Background: an optimization exercise with open tools, aiming at small area, a short achievable clock period and few clock cycles per item. Do not read the settings as production practice.

main:
// round_robin_sleep_scheduler_unit
module round_robin_sleep_scheduler_unit (
  input  logic                clk_i,
  input  logic                rst_ni,
  input  logic                start,
  input  logic [17:0]         item_i,
  output logic                busy,
  input  logic                cfg_we_i,
  input  logic [7:0]          cfg_wdata_i,
  output logic                done_o,
  output logic [8:0]          result_o
);
  localparam int N = rrss_pkg::NUM_SLOTS;
  logic [N-1:0]    blk_q, rdy_q;
  logic [16*N-1:0] wake_q;
  logic [15:0]     step_q;
  logic [15:0]     ticks_q;
  logic            k2_q;
  logic [3:0]      last_q;
  logic [3:0]      cur_q;
  logic [N-1:0]    above_q;
  logic [7:0]      slice_q;
  logic [7:0]      ts_q;
  logic            done_q;
  logic [3:0]      new_slot_q;
  logic            failed_q;
  logic            step, sw, tick, sleep, fork_acc, t1, ne;
  logic [N-1:0]    cd_blk, cd_rdy, last_oh, cur_oh, found_oh, found_above, first_dead;
  logic [3:0]      found_idx, dead_idx;
  logic            any_cand, any_dead;
  ...
==> module rrss_datapath, before the edit <==
module rrss_datapath (
  input  logic [15:0]     blk_i,
  input  logic [15:0]     rdy_i,
  input  logic [16*16-1:0] wake_i,
  input  logic [15:0]     step_i,
  input  logic [15:0]     ticks_i,       
  input  logic            k2_i,
  input  logic [3:0]      last_i,
  input  logic [15:0]     above_i,
  input  logic [7:0]      slice_i,
  input  logic [7:0]      ts_i,
  output logic [15:0]     cd_blk_o,      
  output logic [15:0]     cd_rdy_o,
  output logic [15:0]     last_oh_o,
  output logic [15:0]     cur_oh_o,
  output logic [15:0]     found_oh_o,    
  output logic [15:0]     found_above_o,
  output logic [3:0]      found_idx_o,
  output logic            any_cand_o,
  output logic [15:0]     first_dead_o,
  output logic [3:0]      dead_idx_o,
  output logic            any_dead_o,
  output logic            ne_o,
  output logic [15:0]     step_inc_o,
  output logic [15:0]     wake_new_o,
  output logic [7:0]      slice_inc_o
);
  localparam int N = rrss_pkg::NUM_SLOTS;
  logic [N-1:0] due, cand, cand_hi, pre_hi, pre_all, first_hi, first_all, dead, pre_dead;
  logic         any_hi;
  logic [15:0] inc_c, add_g, add_p, add_c;
  always_comb begin
    logic [15:0] g, p, g_n, p_n;
    p = step_i;
    for (int d = 1; d < 16; d = d * 2) begin
      p_n = p;
      for (int i = d; i < 16; i++) p_n[i] = p[i] & p[i-d];
      p = p_n;
    end
    inc_c = {p[14:0], 1'b1};
    g = step_i & ticks_i;
    p = step_i ^ ticks_i;
    add_p = p;
    for (int d = 1; d < 16; d = d * 2) begin
      g_n = g;
      p_n = p;
      for (int i = d; i < 16; i++) begin
        g_n[i] = g[i] | (p[i] & g[i-d]);
        p_n[i] = p[i] & p[i-d];
      end
      g = g_n;
      p = p_n;
    end
    add_g = g;
    add_c = {add_g[14:0], 1'b0};
  end
  assign step_inc_o  = step_i ^ inc_c;
  assign wake_new_o  = add_p ^ add_c;
  assign slice_inc_o = slice_i + 8'd1;
  assign ne_o        = (slice_i != ts_i);
  always_comb begin
    for (int i = 0; i < N; i++) begin
      last_oh_o[i] = (last_i == 4'(i));
      cur_oh_o[i]  = ~above_i[i] & ((i == N-1) | above_i[(i+1) % N]);
      due[i]       = last_oh_o[i] ? k2_i : (wake_i[16*i +: 16] == step_i);
    end
  end
  assign cd_blk_o = blk_i & ~rdy_i;
  assign cd_rdy_o = rdy_i | (blk_i & due);
  assign cand    = rdy_i & ~16'b1;
  assign cand_hi = cand & above_i;
  assign dead    = ~blk_i & ~rdy_i;
  always_comb begin
    pre_hi[0]   = 1'b0;
    pre_all[0]  = 1'b0;
    pre_dead[0] = 1'b0;
    for (int i = 1; i < N; i++) begin
      pre_hi[i]   = pre_hi[i-1]   | cand_hi[i-1];
      pre_all[i]  = pre_all[i-1]  | cand[i-1];
      pre_dead[i] = pre_dead[i-1] | dead[i-1];
    end
  end
  assign first_hi     = cand_hi & ~pre_hi;
  assign first_all    = cand & ~pre_all;
  assign first_dead_o = dead & ~pre_dead;
  assign any_hi     = |cand_hi;
  assign any_cand_o = |cand;
  assign any_dead_o = |dead;
  assign found_oh_o    = any_hi ? first_hi : first_all;
  assign found_above_o = any_hi ? pre_hi : pre_all;
  always_comb begin
    found_idx_o = '0;
    dead_idx_o  = '0;
    for (int i = 0; i < N; i++) begin
      if (found_oh_o[i]) found_idx_o = found_idx_o | 4'(i);
      if (first_dead_o[i]) dead_idx_o = dead_idx_o | 4'(i);
    end
  end
endmodule
Settings: LEC_CHECK=0, CAP_MARGIN=20, CORE_MARGIN=2, CORE_UTILIZATION=50, SETUP_SLACK_MARGIN=5, SLEW_MARGIN=20; clock period 8.0 ns.
run.sh (not shown) runs the stock make flow with config.mk's settings and CLKGATE_MAP_FILE= SYNTH_SCRIPT=/design/flow/synth_recipe.tcl, a recipe that flattens the netlist after the stock synthesis.
main ended with every stage complete and zero timing, DRC or antenna violations.
Here is what was changed in the inputs of the feature branch compared with main.
--- a/flow/design.v
+++ b/flow/design.v
@@ -58,36 +58,10 @@
 );
   localparam int N = rrss_pkg::NUM_SLOTS;
   logic [N-1:0] due, cand, cand_hi, pre_hi, pre_all, first_hi, first_all, dead, pre_dead;
   logic         any_hi;
-  logic [15:0] inc_c, add_g, add_p, add_c;
-  always_comb begin
-    logic [15:0] g, p, g_n, p_n;
-    p = step_i;
-    for (int d = 1; d < 16; d = d * 2) begin
-      p_n = p;
-      for (int i = d; i < 16; i++) p_n[i] = p[i] & p[i-d];
-      p = p_n;
-    end
-    inc_c = {p[14:0], 1'b1};
-    g = step_i & ticks_i;
-    p = step_i ^ ticks_i;
-    add_p = p;
-    for (int d = 1; d < 16; d = d * 2) begin
-      g_n = g;
-      p_n = p;
-      for (int i = d; i < 16; i++) begin
-        g_n[i] = g[i] | (p[i] & g[i-d]);
-        p_n[i] = p[i] & p[i-d];
-      end
-      g = g_n;
-      p = p_n;
-    end
-    add_g = g;
-    add_c = {add_g[14:0], 1'b0};
-  end
-  assign step_inc_o  = step_i ^ inc_c;
-  assign wake_new_o  = add_p ^ add_c;
+  assign step_inc_o  = step_i + 16'd1;
+  assign wake_new_o  = step_i + ticks_i;
   assign slice_inc_o = slice_i + 8'd1;
   assign ne_o        = (slice_i != ts_i);
   always_comb begin
     for (int i = 0; i < N; i++) begin
--- outcome ---
- Compared with main, in the feature branch synthesized instance count increased 39; post-route worst setup slack grew by 0.039 ns; total wirelength of the detailed-routed design went down 0.83%; worst hold slack across all endpoints saw an increase.
- main reports its cell at the slowest stage of the critical path as sky130_fd_sc_hd__or4b_4 while the feature branch reports sky130_fd_sc_hd__or4_4.
- Arrival time of data at the critical path endpoint across main and the feature branch: no real change.
- Against main, the final cell area of the feature branch is lower.
No functional check of the RTL was part of any run of this note.

==> what the ideal ports hide <==
The flow's constraints put no driver on any port. The routed layouts listed below were extracted and timed again, unchanged, in two steps.
Step 1: set_driving_cell puts a clkbuf_16 on clk_i and a buf_2 on each other input, an assumption about the parent block.
Step 2 moves the port delays by t, midway between the first and last clock arrival at a register: inputs arrive t later, outputs are due t later. That takes back most of the time a late clock gives input paths.
Slacks: ideal / step 1 / step 2; pairs: ideal / step 1.
| run | t (ns) | slack for setup (ns) | worst setup path after step 2 | latest minus earliest clock arrival (ns) | worst register clock-pin slew, ns |
|---|---|---|---|---|---|
| main | 0.586 | 4.737 / 4.751 / 4.165 | input to register | 0.019 / 0.020 | 0.06 / 0.06 |
| the feature branch | 0.585 | 4.777 / 4.783 / 4.198 | input to register | 0.025 / 0.025 | 0.06 / 0.06 |
After both steps setup and hold are still met in every run listed. For the feature branch, which loses most, drivers alone change the setup slack by +0.006 ns; drivers and shift together by -0.579 ns.
